This is an optimization exercise on Yosys and OpenROAD, whose aim is small area, not a production implementation. In this exercise RTL edits were held to simulation tests only and were not proved equivalent to the original. Power and IR drop assume default switching activity.

[design/flow/design.v]
package access_pkg;
	typedef logic [3:0] key_code_t;
	typedef struct packed {
		logic      strobe;
		key_code_t code;
	} key_event_t;
	typedef logic [11:0] user_id_t;
	typedef logic [15:0] passcode_t;
	typedef struct packed {
		logic       locked;
		logic [1:0] errors;
		passcode_t  pass;
	} user_entry_t;
	typedef struct packed {
		logic        en;
		user_id_t    id;
		user_entry_t entry;
	} table_wr_t;
	typedef struct packed {
		logic granted;
		logic denied;
		logic locked;
		logic alarm;
	} access_status_t;
endpackage
`timescale 1ns/10ps
module elevator_access (
	input  logic       clk,
	input  logic       rst,
	input  logic [4:0] key,
	output logic [3:0] status
);
	localparam logic [3:0] S_IDLE       = 4'd0;
	localparam logic [3:0] S_ID         = 4'd1;
	localparam logic [3:0] S_ID_CHECK   = 4'd2;
	localparam logic [3:0] S_WAIT_STAR  = 4'd3;
	localparam logic [3:0] S_PASS       = 4'd4;
	localparam logic [3:0] S_PASS_CHECK = 4'd5;
	localparam logic [3:0] S_ADMIN      = 4'd6;
	localparam logic [3:0] S_NEW_ID     = 4'd7;
	localparam logic [3:0] S_NEW_PASS   = 4'd8;
	localparam logic [3:0] S_COMMIT     = 4'd9;
	localparam logic [3:0] S_ALARM      = 4'd10;
	localparam int EW = 16;
	logic [3:0] state, next_state;
	logic [2:0] cnt;
	logic       bad_key;
	logic       granted_q, denied_q, locked_q;
	logic strobe, is_digit, star_key, hash_key;
	assign strobe   = key[4];
	assign is_digit = key[3:0] <= 4'd9;
	assign star_key = strobe && (key[3:0] == 4'd10);
	assign hash_key = strobe && (key[3:0] == 4'd11);
	logic id_st, pass_st, collecting, full, shift;
	assign id_st      = (state == S_ID) || (state == S_NEW_ID);
	assign pass_st    = (state == S_PASS) || (state == S_NEW_PASS);
	assign collecting = id_st || pass_st;
	assign full       = id_st ? (cnt == 3'd3) : (cnt == 3'd4);
	assign shift      = collecting && strobe && is_digit && !full;
	logic       id_bad, id_t;
	logic [3:0] id_o;
	logic       nid_bad, nid_t;
	logic [3:0] nid_o;
	logic       first;
	assign first = cnt == 3'd0;
	always_comb begin
		nid_bad = id_bad;
		nid_t = id_t;
		nid_o = id_o;
		if (shift && id_st) begin
			nid_bad = !first && (id_bad || id_t || (id_o > 4'd1));
			nid_t = !first && !id_bad && !id_t && (id_o == 4'd1);
			nid_o = key[3:0];
		end
	end
	always_ff @(posedge clk) begin
		id_bad <= nid_bad;
		id_t <= nid_t;
		id_o <= nid_o;
	end
	logic id_ok, is_admin;
	assign id_ok = !id_bad && (id_t ? (id_o <= 4'd8) : (id_o != 4'd0));
	assign is_admin = !id_bad && !id_t && (id_o == 4'd1);
	logic [15:0] pass_bcd;
	always_ff @(posedge clk) begin
		if (shift && pass_st)
			pass_bcd <= {pass_bcd[11:0], key[3:0]};
	end
	function automatic logic [6:0] pair(input logic [3:0] tens, input logic [3:0] ones);
		pair = {tens, 3'b000} + {2'b00, tens, 1'b0} + {3'b000, ones};
	endfunction
	logic [13:0] pass_bin;
	assign pass_bin = {pair(pass_bcd[15:12], pass_bcd[11:8]), pair(pass_bcd[7:4], pass_bcd[3:0])};
	function automatic logic [3:0] slot_of(input logic [3:0] o);
		slot_of = (o == 4'd9) ? 4'd0 : o;
	endfunction
	logic [3:0] phase;
	always_ff @(posedge clk or posedge rst) begin
		if (rst)
			phase <= 4'd0;
		else
			phase <= (phase == 4'd8) ? 4'd0 : phase + 4'd1;
	end
	logic [8:0][EW-1:0] ring0;
	logic [8:0][EW-1:0] ring1;
	logic [EW-1:0] head0, head1;
	logic [EW-1:0] cap;
	logic       pend_v, pend_t, pend_pass;
	logic [3:0] pend_slot;
	logic [1:0] pend_err;
	logic       issue_chk, issue_commit, pass_match, lock_now;
	logic       w_v, w_t, w_pass, w_hit;
	logic [3:0] w_slot;
	logic [1:0] w_err;
	assign issue_chk = state == S_PASS_CHECK;
	assign issue_commit = (state == S_COMMIT) && star_key;
	assign pass_match = cap[EW-1:2] == pass_bin;
	assign lock_now = cap[1];
	assign w_v = issue_chk || issue_commit || pend_v;
	assign w_t = pend_v ? pend_t : id_t;
	assign w_slot = pend_v ? pend_slot : slot_of(id_o);
	assign w_pass = pend_v ? pend_pass : issue_commit;
	assign w_err = pend_v ? pend_err : (issue_chk && !pass_match) ? cap[1:0] + 2'd1 : 2'd0;
	assign w_hit = w_v && (w_slot == phase);
	always_ff @(posedge clk or posedge rst) begin
		if (rst)
			pend_v <= 1'b0;
		else
			pend_v <= w_v && !w_hit;
	end
	always_ff @(posedge clk) begin
		pend_t <= w_t;
		pend_slot <= w_slot;
		pend_pass <= w_pass;
		pend_err <= w_err;
	end
	always_comb begin
		head0 = ring0[8];
		head1 = ring1[8];
		if (w_hit && !w_t) begin
			head0[1:0] = w_err;
			if (w_pass)
				head0[EW-1:2] = pass_bin;
		end
		if (w_hit && w_t) begin
			head1[1:0] = w_err;
			if (w_pass)
				head1[EW-1:2] = pass_bin;
		end
	end
	localparam logic [EW-1:0] ADMIN_ENTRY = {7'd12, 7'd34, 2'd0};
	for (genvar i = 0; i < 9; i++) begin : g_ring
		if (i == 7) begin : g_admin
			always_ff @(posedge clk or posedge rst) begin
				if (rst)
					ring0[i] <= ADMIN_ENTRY;
				else
					ring0[i] <= ring0[i-1];
			end
		end else begin : g_plain
			always_ff @(posedge clk)
				ring0[i] <= (i == 0) ? head0 : ring0[(i+8)%9];
		end
		always_ff @(posedge clk)
			ring1[i] <= (i == 0) ? head1 : ring1[(i+8)%9];
	end
	always_ff @(posedge clk) begin
		if (slot_of(nid_o) == phase)
			cap <= nid_t ? head1 : head0;
	end
	logic [9:0] lk0, lk1;
	logic       id_locked;
	assign id_locked = id_t ? lk1[id_o] : lk0[id_o];
	logic lock_set, lock_clr;
	assign lock_set = issue_chk && !pass_match && lock_now;
	assign lock_clr = issue_commit;
	always_ff @(posedge clk or posedge rst) begin
		if (rst) begin
			lk0 <= 10'b11_1111_1101;
			lk1 <= 10'b11_1111_1111;
		end else if (lock_set || lock_clr) begin
			if (id_t)
				lk1[id_o] <= lock_set;
			else
				lk0[id_o] <= lock_set;
		end
	end
	always_comb begin
		next_state = state;
		case (state)
			S_IDLE:
				if (star_key)
					next_state = S_ID;
			S_ID:
				if (bad_key)
					next_state = S_ALARM;
				else if (full)
					next_state = S_ID_CHECK;
			S_ID_CHECK:
				if (!id_ok)
					next_state = S_IDLE;
				else if (id_locked)
					next_state = S_ALARM;
				else
					next_state = S_WAIT_STAR;
			S_WAIT_STAR:
				if (star_key)
					next_state = S_PASS;
			S_PASS:
				if (bad_key)
					next_state = S_ALARM;
				else if (full)
					next_state = S_PASS_CHECK;
			S_PASS_CHECK:
				if (pass_match)
					next_state = is_admin ? S_ADMIN : S_IDLE;
				else
					next_state = lock_now ? S_ALARM : S_IDLE;
			S_ADMIN:
				if (hash_key)
					next_state = S_NEW_ID;
				else if (star_key)
					next_state = S_IDLE;
			S_NEW_ID:
				if (bad_key)
					next_state = S_ALARM;
				else if (full)
					next_state = id_ok ? S_NEW_PASS : S_IDLE;
			S_NEW_PASS:
				if (bad_key)
					next_state = S_ALARM;
				else if (full)
					next_state = S_COMMIT;
			S_COMMIT:
				if (star_key)
					next_state = S_IDLE;
			S_ALARM:
				if (cnt == 3'd7)
					next_state = S_IDLE;
			default:
				next_state = S_IDLE;
		endcase
	end
	always_ff @(posedge clk or posedge rst) begin
		if (rst)
			state <= S_IDLE;
		else
			state <= next_state;
	end
	logic restart;
	assign restart = (next_state != state) &&
		((next_state == S_ID) || (next_state == S_PASS) || (next_state == S_NEW_ID) ||
		 (next_state == S_NEW_PASS) || (next_state == S_ALARM));
	always_ff @(posedge clk) begin
		if (restart)
			cnt <= 3'd0;
		else if (shift || (state == S_ALARM))
			cnt <= cnt + 3'd1;
		bad_key <= collecting && strobe && !is_digit;
	end
	always_ff @(posedge clk or posedge rst) begin
		if (rst) begin
			granted_q <= 1'b0;
			denied_q <= 1'b0;
			locked_q <= 1'b0;
		end else begin
			granted_q <= issue_chk && pass_match;
			denied_q <= issue_chk && !pass_match && !lock_now;
			locked_q <= issue_chk && !pass_match && lock_now;
		end
	end
	assign status = {granted_q, denied_q, locked_q, state == S_ALARM};
endmodule
[design/flow/constraint.sdc]
create_clock -name core_clock -period 8.0 [get_ports {clk}]
set_input_delay 1.6000 -clock core_clock [delete_from_list [all_inputs] [get_ports {clk}]]
set_output_delay 1.6000 -clock core_clock [all_outputs]
set_load 0.01 [all_outputs]
[design/flow/run.sh]
#!/bin/bash
# synth_recipe.tcl (not shown) runs the flow's synth.tcl, then flattens the netlist and writes it again
# the make line also repeats each setting of config.mk as NAME=value (left out here)
make -C /OpenROAD-flow-scripts/flow DESIGN_CONFIG=/design/flow/config.mk WORK_HOME=/design/flow/orfs CLKGATE_MAP_FILE= SYNTH_SCRIPT=/design/flow/synth_recipe.tcl finish
[design/flow/config.mk]
export PLATFORM = sky130hd
export DESIGN_NAME = elevator_access
export DESIGN_NICKNAME = elevator_access
export VERILOG_FILES = /design/flow/design.v
export SDC_FILE = /design/flow/constraint.sdc
export NUM_CORES = 4
export LEC_CHECK = 0
export CAP_MARGIN = 20
export CORE_MARGIN = 2
export CORE_UTILIZATION = 40
export CTS_BUF_LIST = sky130_fd_sc_hd__clkbuf_8
export CTS_CLUSTER_DIAMETER = 50
export CTS_CLUSTER_SIZE = 20
export SLEW_MARGIN = 20
==> results of run 1 <==
registers in the layout, summed over array words and instances (netlist names):
signal,count
locked_q,1
bad_key,1
pend_slot,4
id_bad,1
pend_v,1
lk0,10
ring1,144
id_t,1
lk1,10
pend_t,1
id_o,4
phase,4
pass_bcd,16
denied_q,1
granted_q,1
pend_err,2
ring0,144
cap,16
state,4
cnt,3
pend_pass,1
per-stage QoR:
step           total power (µW)  hold WS [ns]   util  std cells  setup WS, ns
3_3_place_gp               2200         0.284  0.423       1194          2.66
3_5_place_dp               2200         0.289  0.423       1194          2.53
6_report                   3240         0.303  0.446       1251          3.34
2_1_floorplan              2150         0.284      -        830          3.20
4_1_cts                    3270         0.302  0.446       1249          3.18
5_1_grt                    3370         0.307  0.446       1250          3.07
cell usage in the layout, fill, tap and decap left out, drive strengths merged, types with 7 or more instances in the layout:
| cell type | netlist | layout |
|---|---|---|
| a21oi | 9 | 9 |
| a221o | 14 | 14 |
| and2 | 14 | 14 |
| clkbuf | 10 | 30 |
| clkdlybuf4s50 | 0 | 10 |
| clkinv | 1 | 7 |
| dfrtp | 25 | 25 |
| dfstp | 23 | 23 |
| dfxtp | 289 | 289 |
| edfxtp | 33 | 33 |
| ha | 24 | 24 |
| inv | 22 | 40 |
| mux2 | 29 | 29 |
| nand2 | 59 | 59 |
| nand2b | 9 | 9 |
| nand3 | 16 | 16 |
| nand4 | 11 | 11 |
| nor2 | 29 | 29 |
| nor3 | 11 | 11 |
| nor4 | 10 | 10 |
| o211ai | 8 | 8 |
| o21ai | 49 | 49 |
| o31ai | 10 | 10 |
| xnor2 | 18 | 18 |
| xor2 | 18 | 18 |
metal layers:
metal  wire length [µm]  GRT usage  part of all wire
met5                  0          0                 0
met3                843     0.0233             0.045
met4                640     0.0508             0.034
met2               7790      0.192              0.41
met1               9600      0.195              0.51
power breakdown:
group | switching, µW | internal, µW | leakage (µW)
Clock | 668 | 404 | 0.000348
Combinational | 126 | 87.1 | 0.00140
Sequential | 48.2 | 1900 | 0.00324
Total | 842 | 2390 | 0.00499
cells by family (layout without fill, tap and decap cells):
family	count (synthesis)	count (layout)
mux	37	37
fa+ha+maj	28	28
compound gates	124	124
buf+inv	50	92
simple gates	184	184
flops	370	370
xor+xnor	37	37
other cells	0	1
worst max-delay path by stage:
stage / startpoint / end / slack, ns
floorplan: key[2] / cap[0] / 3.20
global placement: key[2] / cap[15] / 2.66
detailed placement: key[2] / cap[15] / 2.53
CTS: key[2] / cap[15] / 3.18
global route: key[2] / cap[3] / 3.07
finish: key[2] / cap[10] / 3.34
critical path, cell delays in order:
cell and delay [ns]:
clkdlybuf4s50_1 0.47, nand4b_1 0.37, nand2b_1 0.27, nor3_2 0.50
mux2_2 0.32, nor2b_1 0.61, nor2_1 0.41, a221o_1 0.44
layout make-up:
type,instances,area [µm²],area share
multi-input cells,410,3080,0.248
clock inverters,25,233,0.0187
repair buffers,14,134,0.0108
inverters,23,86.3,0.00695
well taps,378,473,0.0380
clock buffers,30,413,0.0332
diodes,1,2.50,0.000201
flip-flops and latches,370,8010,0.644
cells in the mapped netlist (all sizes together), types with 16 or more instances:
master and n:
buf 17, dfrtp 25, dfstp 23, dfxtp 289
edfxtp 33, ha 24, inv 22, mux2 29
nand2 59, nand3 16, nor2 29, o21ai 49
xnor2 18, xor2 18
==> run notes, run 1 <==
- The flow ran to the end and the layout has no timing, DRC or antenna violations.
- After clock tree synthesis, the clock-pin slew on the worst setup and hold paths is 0.10 ns.
- By area, the combinational part of the netlist is dominated by simple AND/OR/NAND/NOR gates.
- The first global-routing pass estimated 30300 µm of wire.
- The maximum clock frequency is 215 MHz.
- The post-synthesis instance total is 830.
- The post-route antenna net violation count is 0.
- For this design the static power due to leakage is 0.00499 µW.
- The worst hold path terminates at ring0[119].
- The max-capacitance violation count is 0.
- The number of buffers inserted to repair setup after CTS is 0.
- The setup slack of the most critical reg-to-reg path is 3.82 ns.
- For the pin with the worst max-slew slack, the measured transition is 0.881 ns.
- The total number of placement rows is 61.
- The final max-slew violation count is 0.
- The number of buffers inserted for hold repair after clock tree synthesis is 0.
- The synthesized design spends more area on one cell type than any other, namely dfxtp_1.
- For this configuration, the core starts out at a cell density of 0.406.
- Global routing finished with a remaining overflow of 0.
- The die covers 29700 µm².
- The iteration count of the initial detailed-routing pass is 5.
- STA puts the critical path data required time at 8.35 ns.
- The number of gates resized after CTS was 0.
- The cell area reported after detailed placement is 11800 µm².
- The share of synthesized cell area in and, or, nand and nor gates is 0.0890.
- The area added between synthesis and finish is 9.80%.
- The capture point of the worst reg-to-reg path is lk1[4].
- The final design area excluding fillers is 12400 µm².
- The number of port buffers is 10.
- For the worst setup path, the data arrival time is 5.01 ns.
- The share of layout cells above drive strength 1 is 0.154.
- Across the routed clock network, the largest skew measured is 0.0323 ns.
- The number of antenna violations at the first check in global routing is 1.
- For this block, the initial DRC count from the detailed router was 418.
- A synthesized cell averages 13.6 µm².
- Dividing the detail-routed via count by the number of cells gives 4.69.
- The count of distinct cell types in the synthesized netlist is 77.
- In the finished design, the share of the clock period the worst path needs comes to 0.583.
- In the global route stage, overall resource usage came out at 0.132.
- The die is 172 µm wide.
- At the end of routability-driven placement, the weighted congestion stood at 0.840.
- Along the worst path, the maximum fanout reaches 13.
- The number of H-tree levels is 1.
- The root cell of the clock tree is clkbuf_8.
- The count of flip-flops with a built-in enable after synthesis is 33.
- IR analysis of the VDD net gives a maximum drop of 0.161 mV.
- The insertion delay to the later sink of the worst-skew pair is 0.61 ns.
- The TritonCTS clock tree is yes.
- The CTS sink count is 370.
- After legalization and detailed placement, the total HPWL measured 12600 µm.
- Dividing the detail-routed wire length by the instance count gives 15.1 µm.
- The final-layout setup total negative slack is 0 ns.
- The number of cell instances on the worst register-to-register path is 11.
- The sort of element at the end of the critical path is a flop.
- The count of final setup violators is 0.
- The cell depth of the worst min-delay path is 0.
- Power spread over the standard cell area amounts to 260 nW/µm².
- The startpoint of the lowest-slack register-to-register path is pass_bcd[11].
- In the synthesized netlist the dominant register cell turns out to be dfxtp_1.
- The critical path launch point type is a primary input.
- The worst pin sits at a relative slew slack of 0.410.
- The number of remaining DRC errors is 0.
- Setup repair after global routing left no endpoint under its margin.
- The core region is 27900 µm².
- The top-level port count is 11.
- The net count after synthesis is 865.
- Subtracting the final worst setup slack from the clock period gives 4.66 ns.
- The synthesized area is 11300 µm².
- In the post-synthesis netlist, the biggest area contributors are dfxtp_1 51%, edfxtp_1 8.8%, dfrtp_1 5.5%.
- Of the total synthesized cell area, the portion taken by XOR and XNOR cells is 0.0298.
- The total number of vias is 5869.
- The number of buffers inserted during clock tree synthesis is 30.
- The die is 172 µm tall.
- The maximum number of pins on one net before global-route repair is 49.
- The path class of the tightest hold or removal check is flop to flop.
- For this run, the number of Yosys warnings is 1.
- The maximum clock insertion buffer count is 3.
- The compound-gate portion of the synthesized area is 0.0773.
- Of the post-synthesis cell area, the dominant cell type holds 0.511.
- The total routed wirelength is 18900 µm.
- After synthesis, the share of flip-flops with an asynchronous set or reset is 0.130.
- After synthesis, the share of cell area in mux cells is 0.0418.
- In the final design database the tool counted 884 nets.
- The worst hold path begins at ring0[103].
- The hold violation total from the final report is 0.
- The critical path in this run is classified as primary input to flop.
- The via count of the first global-routing pass is 5626.
- After synthesis the netlist holds a flip-flop and latch count of 370.
- Counting the fill cells in the layout gives 2482.
- For this run, the register share of the synthesized area comes to 0.707.
- Of the total synthesized cell area, the portion taken by full adders, half adders and majority gates is 0.0336.
==> inputs of run 2 (changes only) <==
--- a/design/flow/config.mk
+++ b/design/flow/config.mk
@@ -8,7 +8,4 @@
 export CAP_MARGIN = 20
 export CORE_MARGIN = 2
 export CORE_UTILIZATION = 40
-export CTS_BUF_LIST = sky130_fd_sc_hd__clkbuf_8
-export CTS_CLUSTER_DIAMETER = 50
-export CTS_CLUSTER_SIZE = 20
 export SLEW_MARGIN = 20
==> run 2 against run 1 <==
Still clean on timing, DRC and antenna. Wire length rose by 1.5%. Sequential share of layout area shrank 3.2 points. First-iteration DRC count decreased by 4.3%. Highest routed layer unchanged.
==> run notes, run 2 <==
- The final layout net count is 890 (+0.68%).
- The count of distinct cell types in the synthesized netlist came to 77 (unchanged).
- The mean instance size in the synthesized netlist was 13.6 µm² (unchanged).
- The minimum clock period is 4.90 ns (+0.240 ns).
- The iteration count of the initial detailed-routing pass is 5 (unchanged).
- Summed over all instances, the cell type with the most area after synthesis is dfxtp_1.
- The multi-input gate area in the final layout came to 3080 µm² (unchanged).
- The number of buffers inserted for hold repair after clock tree synthesis was 0 (unchanged).
- The clock slew seen by the registers of the worst setup and hold paths is 0.06 ns (-0.04 ns).
- The net count after synthesis came to 865 (unchanged).
- The setup slack of the most critical reg-to-reg path is 3.84 ns (+0.02 ns).
- The worst endpoint data arrival time is 5.17 ns (+0.16 ns).
- The critical path launch point type is a primary input.
- The violation count after the first detailed-route iteration is 400 (-4.3%).
- After synthesis, the cell types taking the most area are dfxtp_1 51%, edfxtp_1 8.8%, dfrtp_1 5.5%.
- The number of H-tree levels is 2 (+1).
- The number of inserted filler cells in the final layout came to 2414 (-2.7%).
- The CTS sink count came to 370 (unchanged).
- The fraction of power spent switching nets was 0.232 (-0.0286).
- The most common library cell in the layout ignoring fill and taps is dfxtp_1.
- The area inside the core boundary is 27900 µm² (unchanged).
- Compared with the post-synthesis result, the final layout area differs by 15.5%.
- The post-synthesis instance total was 830 (unchanged).
- The sequential power share is 0.495 (-0.108).
- The root cell of the clock tree is clkbuf_16.
- The area share of the leading cell type in the synthesized netlist is 0.511 (unchanged).
- The via count of the first global-routing pass was 5647 (+0.37%).
- The total of cells resized after clock tree synthesis was 0 (unchanged).
- The number of buffers inserted to repair setup after CTS is 0 (unchanged).
- The register area share after synthesis is 0.707 (unchanged).
- The maximum clock insertion buffer count is 3 (unchanged).
- The sort of element at the end of the critical path is a flop.
- The insertion delay to the later sink of the worst-skew pair is 0.53 ns (-0.08 ns).
- The maximum vdd drop came to 0.160 mV (-0.13%).
- The number of synthesis warnings is 1 (unchanged).
- The required time at the worst-slack endpoint is 8.27 ns (-0.08 ns).
- The synthesized area is 11300 µm² (unchanged).
- The count of flip-flops with a built-in enable after synthesis is 33 (unchanged).
- The share of flip-flops with an asynchronous set or reset after synthesis is 0.130 (unchanged).
- The post-route antenna net violation count is 0 (unchanged).
- The top-level port count is 11 (unchanged).
- The total number of vias is 5991 (+2.1%).
- The chip height came to 172 µm (unchanged).
- The final critical-path setup slack is 3.10 ns (-0.240 ns).
- The share of total power in combinational logic came to 0.054 (-0.012).
- The share of the cycle needed by the critical path after routing is 0.613 (+0.0300).
- TritonCTS built the clock tree.
- The library cells used most frequently in the layout, excluding fill and tap cells, are 289 x dfxtp_1, 58 x nand2_1, 47 x o21ai_0, 39 x clkbuf_16, 33 x edfxtp_1.
- The maximum number of pins on one net before global-route repair is 49 (unchanged).
- The final max-slew violation count is 0 (unchanged).
- The switching power summed over all nets is 912 µW (+8.4%).
- The number of remaining DRC errors is 0 (unchanged).
- The final-layout setup total negative slack is 0 ns (unchanged).
- The number of buffers inserted during clock tree synthesis is 37 (+23%).
- The cell leakage power was 0.00528 µW (+5.8%).
- The max-capacitance violation count was 0 (unchanged).
- The worst slew margin relative to its limit is 0.352 (-0.0581).
- The count of final setup violators is 0 (unchanged).
- The aggregate global routing overflow came to 0 (unchanged).
- The last weighted congestion value of the routability-driven placer is 0.840 (unchanged).
- The worst-case setup slack after placement is 2.53 ns (unchanged).
- The via count normalized by instance count was 4.75 (+1.3%).
- The global-route wire length before repair is 30800 µm (+1.5%).
- The total number of placement rows is 61 (unchanged).
- The category of the critical setup timing path is primary input to flop.
- The number of register bits inferred by synthesis is 370 (unchanged).
- The number of antenna violations at the first check in global routing is 0 (-1).
- The hold violation total from the final report was 0 (unchanged).
- The share of layout cells above drive strength 1 is 0.168 (+0.0139).
- In the synthesized netlist, the cells that appear most often are 289 x dfxtp_1, 58 x nand2_1, 47 x o21ai_0, 33 x edfxtp_1, 29 x nor2_1.
- The clock share of power was 0.451 (+0.120).
- The power density over cell area is 301 nW/µm² (+16%).
- The maximum clock skew at final layout came to 0.0170 ns (-0.0153 ns).
- The initial cell density of the core was 0.406 (unchanged).
- The cell-internal power is 3030 µW (+26%).
- Setup repair after global routing left no endpoint under its margin.
- The maximum fanout count along the critical path is 21 (+8).
- The wire length per cell was 15.2 µm (+0.71%).
- The transition at the pin with the smallest max-transition slack was 0.969 ns (+0.0875 ns).
- For this run, the leading register cell type out of synthesis is dfxtp_1.
- The width of the die came to 172 µm (unchanged).
- The sequential cell area in the final layout is 8010 µm² (unchanged).
- The number of port buffers is 10 (unchanged).
- The run finished with no timing, DRC or antenna violations.
- The HPWL after detailed placement is 12600 µm (unchanged).
- The worst min-delay path class is flop to flop.
- The maximum clock frequency is 204 MHz (-4.9%).
- The total routed wirelength is 19200 µm (+1.5%).
- In the final layout, the registers with the most flip-flops are ring0: 144 flops, ring1: 144 flops.
- The global routing usage summed across all routing layers is 0.135 (+0.00299).
- The area of the die was 29700 µm² (unchanged).
- dfxtp_1 is the most common cell in the netlist.
- The number of diodes added for antenna fixing is 0 (-1).
-- run 2: stage by stage --
step / hold slack (ns) / cell area, µm² / std cells / total power, µW / utilization
4_1_cts: 0.298 / 13100 / 1261 / 3980 / 0.469
3_5_place_dp: 0.289 / 11800 / 1194 / 2200 / 0.423
5_1_grt: 0.298 / 13100 / 1261 / 4080 / 0.469
6_report: 0.296 / 13100 / 1261 / 3940 / 0.469
3_3_place_gp: 0.284 / 11800 / 1194 / 2200 / 0.423
2_1_floorplan: 0.284 / 11300 / 830 / 2150 / -
-- run 2: path summary, 6_finish.rpt --
| kind | startpoint | to | cells past startpoint |
|---|---|---|---|
| setup / recovery | key[2] | cap[15] | 8 |
| hold / removal | ring0[107] | ring0[123] | 0 |
| setup reg to reg | pass_bcd[11] | lk1[4] | 11 |
| hold reg to reg | ring0[107] | ring0[123] | 0 |
| max in group asynchronous | rst | ring0[125] | 3 |
| min in group asynchronous | rst | denied_q | 3 |
-- run 2: final cells by class --
cell class                      instances  area share
Sequential cell                       370       0.612
Multi-Input combinational cell        410       0.236
Clock buffer                           47      0.0815
Tap cell                              378      0.0362
Clock inverter                         20      0.0180
Timing Repair Buffer                   13     0.00938
Inverter                               23     0.00660
-- run 2: power by group through the flow --
stage          Combinational, µW  Clock, µW  Sequential, µW
2_1_floorplan                185          0            1960
3_3_place_gp                 208          0            1990
3_5_place_dp                 212          0            1990
4_1_cts                      213       1820            1950
5_1_grt                      238       1890            1960
6_report                     212       1780            1950
-- run 2: cells by family after synthesis --
family / Yosys count / share of synthesized area
flip-flops: 370 / 0.707
adder cells (fa/ha/maj): 28 / 0.0336
buffers and inverters: 50 / 0.0213
multiplexers: 37 / 0.0418
AO/OA/AOI/OAI: 124 / 0.0773
XOR/XNOR: 37 / 0.0298
AND/OR/NAND/NOR: 184 / 0.0890
-- run 2: critical path: stages --
cell,delay [ns]
clkdlybuf4s50_1,0.47
nand4b_1,0.38
nand2b_1,0.28
nor3_2,0.50
mux2_2,0.31
nand4_1,0.75
mux2_1,0.63
mux2_2,0.26
-- run 2: layer usage --
metal | wire, µm | share of wire | vias up | GRT usage
met2 | 7800 | 0.41 | 141 | 0.189
met1 | 9840 | 0.51 | 2859 | 0.198
met4 | 714 | 0.037 | 0 | 0.0592
met5 | 0 | 0 | - | 0
met3 | 803 | 0.042 | 47 | 0.0293
li1 | - | - | 2944 | -
==> inputs of run 3 (changes only) <==
--- a/design/flow/config.mk
+++ b/design/flow/config.mk
@@ -8,4 +8,7 @@
 export CAP_MARGIN = 20
 export CORE_MARGIN = 2
 export CORE_UTILIZATION = 40
+export CTS_BUF_LIST = sky130_fd_sc_hd__clkbuf_4
+export CTS_CLUSTER_DIAMETER = 40
+export CTS_CLUSTER_SIZE = 12
 export SLEW_MARGIN = 20
==> run 3 against run 2 <==
Combinational power hardly changed. Via count is 0.20% lower. First-iteration DRC count rose by 5.8%. Sequential share of layout area increased by 3.3 points. Total power is 19% lower. Cell count rose by 0.87%. Register-to-register slack worse by 0.05 ns. Setup slack better by 0.15 ns. Hold slack worse by 0.0021 ns. Largest power group unchanged.
==> run notes, run 3 <==
- The worst setup path is of the primary input to flop kind.
- The cell area reported after detailed placement is 11800 µm² (unchanged).
- The worst slew margin relative to its limit is 0.355 (+0.00284).
- The total of cells resized after clock tree synthesis is 0 (unchanged).
- The post-route antenna net violation count is 0 (unchanged).
- The area share of the leading cell type in the synthesized netlist is 0.511 (unchanged).
- The count of flip-flops with a built-in enable after synthesis is 33 (unchanged).
- The via count of the first global-routing pass came to 5706 (+1.0%).
- The final worst hold slack is 0.294 ns (-0.00208 ns).
- The final design utilization came to 0.445 (-0.0243).
- The register area share after synthesis is 0.707 (unchanged).
- In the synthesized netlist the dominant register cell turns out to be dfxtp_1.
- The total number of vias came to 5979 (-0.20%).
- Traced cell by cell, the critical path runs through clkdlybuf4s50_1, nand4b_1, nand2b_1, nor3_2, mux2_2, nand4_1, mux2_1, mux2_2.
- The maximum clock skew at final layout is 0.0589 ns (+0.0419 ns).
- The chip height is 172 µm (unchanged).
- The HPWL after detailed placement is 12600 µm (unchanged).
- The mean instance size in the synthesized netlist was 13.6 µm² (unchanged).
- By count the netlist is led by 289 x dfxtp_1, 58 x nand2_1, 47 x o21ai_0, 33 x edfxtp_1, 29 x nor2_1.
- The worst setup path is captured at a flop.
- Among the stages of the critical path, the cell type that occurs most often is mux2_2.
- The global routing usage summed across all routing layers was 0.134 (-0.000539).
- The top-level port count is 11 (unchanged).
- The area inside the core boundary is 27900 µm² (unchanged).
- The wire length per cell is 14.8 µm (-2.5%).
- The area of the die is 29700 µm² (unchanged).
- The synthesized area is 11300 µm² (unchanged).
- The maximum clock insertion buffer count is 3 (unchanged).
- By area the synthesized netlist is led by dfxtp_1 51%, edfxtp_1 8.8%, dfrtp_1 5.5%.
- The share of flip-flops with an asynchronous set or reset after synthesis is 0.130 (unchanged).
- The area added between synthesis and finish is 9.49%.
- The minimum clock period is 4.75 ns (-0.154 ns).
- The width of the die is 172 µm (unchanged).
- The number of port buffers is 10 (unchanged).
- The largest registers in the layout are ring0: 144 flops, ring1: 144 flops.
- The share of layout cells above drive strength 1 came to 0.178 (+0.0104).
- In this run the most used layer during global routing was met1.
- The share of the cycle needed by the critical path after routing is 0.593 (-0.0193).
- The run finished with no timing, DRC or antenna violations.
- The post-synthesis instance total was 830 (unchanged).
- The cell leakage power is 0.00499 µW (-5.3%).
- The delay of the slowest critical-path stage is 0.74 ns (about the same).
- The CTS sink count came to 370 (unchanged).
- The initial cell density of the core is 0.406 (unchanged).
- The aggregate global routing overflow came to 0 (unchanged).
- The TritonCTS clock tree is yes.
- The clock slew seen by the registers of the worst setup and hold paths is 0.12 ns (+0.06 ns).
- The maximum number of pins on one net before global-route repair was 49 (unchanged).
- The final layout net count was 897 (+0.79%).
- The power density over cell area is 259 nW/µm² (-14%).
- The maximum vdd drop came to 0.113 mV (-29%).
- The cell depth of the worst min-delay path is 0 (unchanged).
- The number of register bits inferred by synthesis is 370 (unchanged).
- The final max-slew violation count was 0 (unchanged).
- The number of buffers inserted during clock tree synthesis is 44 (+19%).
- The final design area excluding fillers is 12400 µm² (-5.2%).
- The count of final setup violators is 0 (unchanged).
- The number of buffers inserted for hold repair after clock tree synthesis is 0 (unchanged).
- The global routing usage on met1 is 0.196 (-0.00219).
- The maximum fanout count along the critical path came to 21 (unchanged).
- The number of antenna violations at the first check in global routing is 1 (+1).
- STA classifies the critical path startpoint as a primary input.
- In the layout the commonest cells are 289 x dfxtp_1, 59 x clkbuf_4, 58 x nand2_1, 47 x o21ai_0, 33 x edfxtp_1.
- The insertion delay to the later sink of the worst-skew pair is 0.68 ns (+0.15 ns).
- The final-layout setup total negative slack came to 0 ns (unchanged).
- The global-route wire length before repair is 30700 µm (-0.22%).
- In this run the critical register-to-register path is captured at lk1[4].
- The via count normalized by instance count is 4.70 (-1.1%).
- The violation count after the first detailed-route iteration is 423 (+5.8%).
- The global routing usage on met3 is 0.0307 (+0.00137).
- dfxtp_1 takes more of the synthesized area than any other cell.
- The number of synthesis warnings is 1 (unchanged).
- The startpoint of the lowest-slack register-to-register path is pass_bcd[11].
- The maximum clock frequency was 211 MHz (+3.2%).
- The number of cell instances on the worst register-to-register path came to 11 (unchanged).
- The count of distinct cell types in the synthesized netlist is 77 (unchanged).
- The number of H-tree levels is 2 (unchanged).
- The number of buffers inserted to repair setup after CTS is 0 (unchanged).
- The net count after synthesis is 865 (unchanged).
- The setup slack of the most critical reg-to-reg path came to 3.79 ns (-0.05 ns).
- Among all stages on the critical path, the largest delay is contributed by nand4_1.
- The leading cell type by number of instances after synthesis is dfxtp_1.
- The last weighted congestion value of the routability-driven placer is 0.840 (unchanged).
- The startpoint identified for the worst hold timing path is ring0[108].
- The transition at the pin with the smallest max-transition slack is 0.965 ns (-0.00425 ns).
- The worst endpoint data arrival time is 5.17 ns (about the same).
- The met2 layer usage reported by global route came to 0.190 (+0.000524).
- The path class of the tightest hold or removal check is flop to flop.
- The end point of the most critical hold path is ring0[124].
- The required time at the worst-slack endpoint came to 8.43 ns (+0.16 ns).
- The total number of placement rows is 61 (unchanged).
- The tree is rooted in a clkbuf_4.
- Setup repair after global routing left no endpoint under its margin.
- The total routed wirelength is 18800 µm (-1.6%).
- Leaving out fill and tap cells, the most frequent cell in the layout is dfxtp_1.
- The max-capacitance violation count is 0 (unchanged).
- The number of remaining DRC errors is 0 (unchanged).
- The iteration count of the initial detailed-routing pass is 5 (unchanged).
- The hold violation total from the final report is 0 (unchanged).
## run 3: cell counts after synthesis
Identical to the previous run, type by type.
## run 3: cell families after synthesis
group,count (synthesis),share of synthesized area
AO/OA/AOI/OAI,124,0.0773
XOR/XNOR,37,0.0298
adder cells (fa/ha/maj),28,0.0336
buffers and inverters,50,0.0213
flip-flops,370,0.707
multiplexers,37,0.0418
AND/OR/NAND/NOR,184,0.0890
## run 3: how the worst max path moves through the flow
stage	from	to	slack, ns
floorplan	key[2]	cap[0]	3.20
CTS	key[2]	cap[15]	3.25
finish	key[2]	cap[15]	3.25
global route	key[2]	cap[2]	2.92
global placement	key[2]	cap[15]	2.66
detailed placement	key[2]	cap[15]	2.53
## run 3: metal layers
metal | part of all wire | vias to the layer above
met2 | 0.41 | 126
met3 | 0.044 | 45
met1 | 0.51 | 2837
met5 | 0 | -
met4 | 0.034 | 0
li1 | - | 2971
## run 3: power breakdown
part	leakage, µW	internal [µW]	switching [µW]
Combinational	0.00139	87.2	126
Clock	0.000360	432	612
Sequential	0.00324	1900	48.3
Total	0.00499	2420	786
## run 3: area by class of cell
cell class | instances | area (µm²)
tap | 378 | 473
inverter | 23 | 86.3
clock inverter | 18 | 179
sequential | 370 | 8010
clock buffer | 59 | 443
multi-input combinational | 410 | 3080
timing repair buffer | 13 | 123
antenna | 1 | 2.50
fill | 2507 | 15500
## run 3: worst max-delay path, delay by kind of cell
kind | cells | cell delay (ns)
AND/OR/NAND/NOR | 4 | 1.90
multiplexers | 3 | 1.20
buffers and inverters | 1 | 0.47
## run 3: per-stage QoR
stage | std cells | setup WS, ns | power [µW]
3_3_place_gp | 1194 | 2.66 | 2200
3_5_place_dp | 1194 | 2.53 | 2200
2_1_floorplan | 830 | 3.20 | 2150
6_report | 1272 | 3.25 | 3210
4_1_cts | 1271 | 3.25 | 3250
5_1_grt | 1272 | 2.92 | 3360

-- what the ideal ports hide --
No port has a modelled driver above. Below, the same layouts with a new extraction and two added sets of constraints. Step 1 assumes that a clkbuf_16 drives the clock port and a buf_2 every other input. Step 2 also shifts input and output timing later by t, the mid clock arrival at the registers, as if the neighbouring blocks saw the same clock. Three values: no drivers, after step 1, after step 2; two values: the first two.
run | t (ns) | setup slack, ns | worst hold slack (ns) | pins driven straight from the clock port
run 1 | 0.637 | 3.339 / 3.362 / 2.726 | 0.303 / 0.303 / 0.303 | 1
run 2 | 0.569 | 3.099 / 3.125 / 2.556 | 0.296 / 0.296 / 0.296 | 1
run 3 | 0.693 | 3.254 / 3.273 / 2.581 | 0.294 / 0.294 / 0.294 | 1
After both steps every run listed still meets setup and hold. For run 3, which loses most, drivers alone change the setup slack by +0.019 ns; drivers and shift together by -0.673 ns.
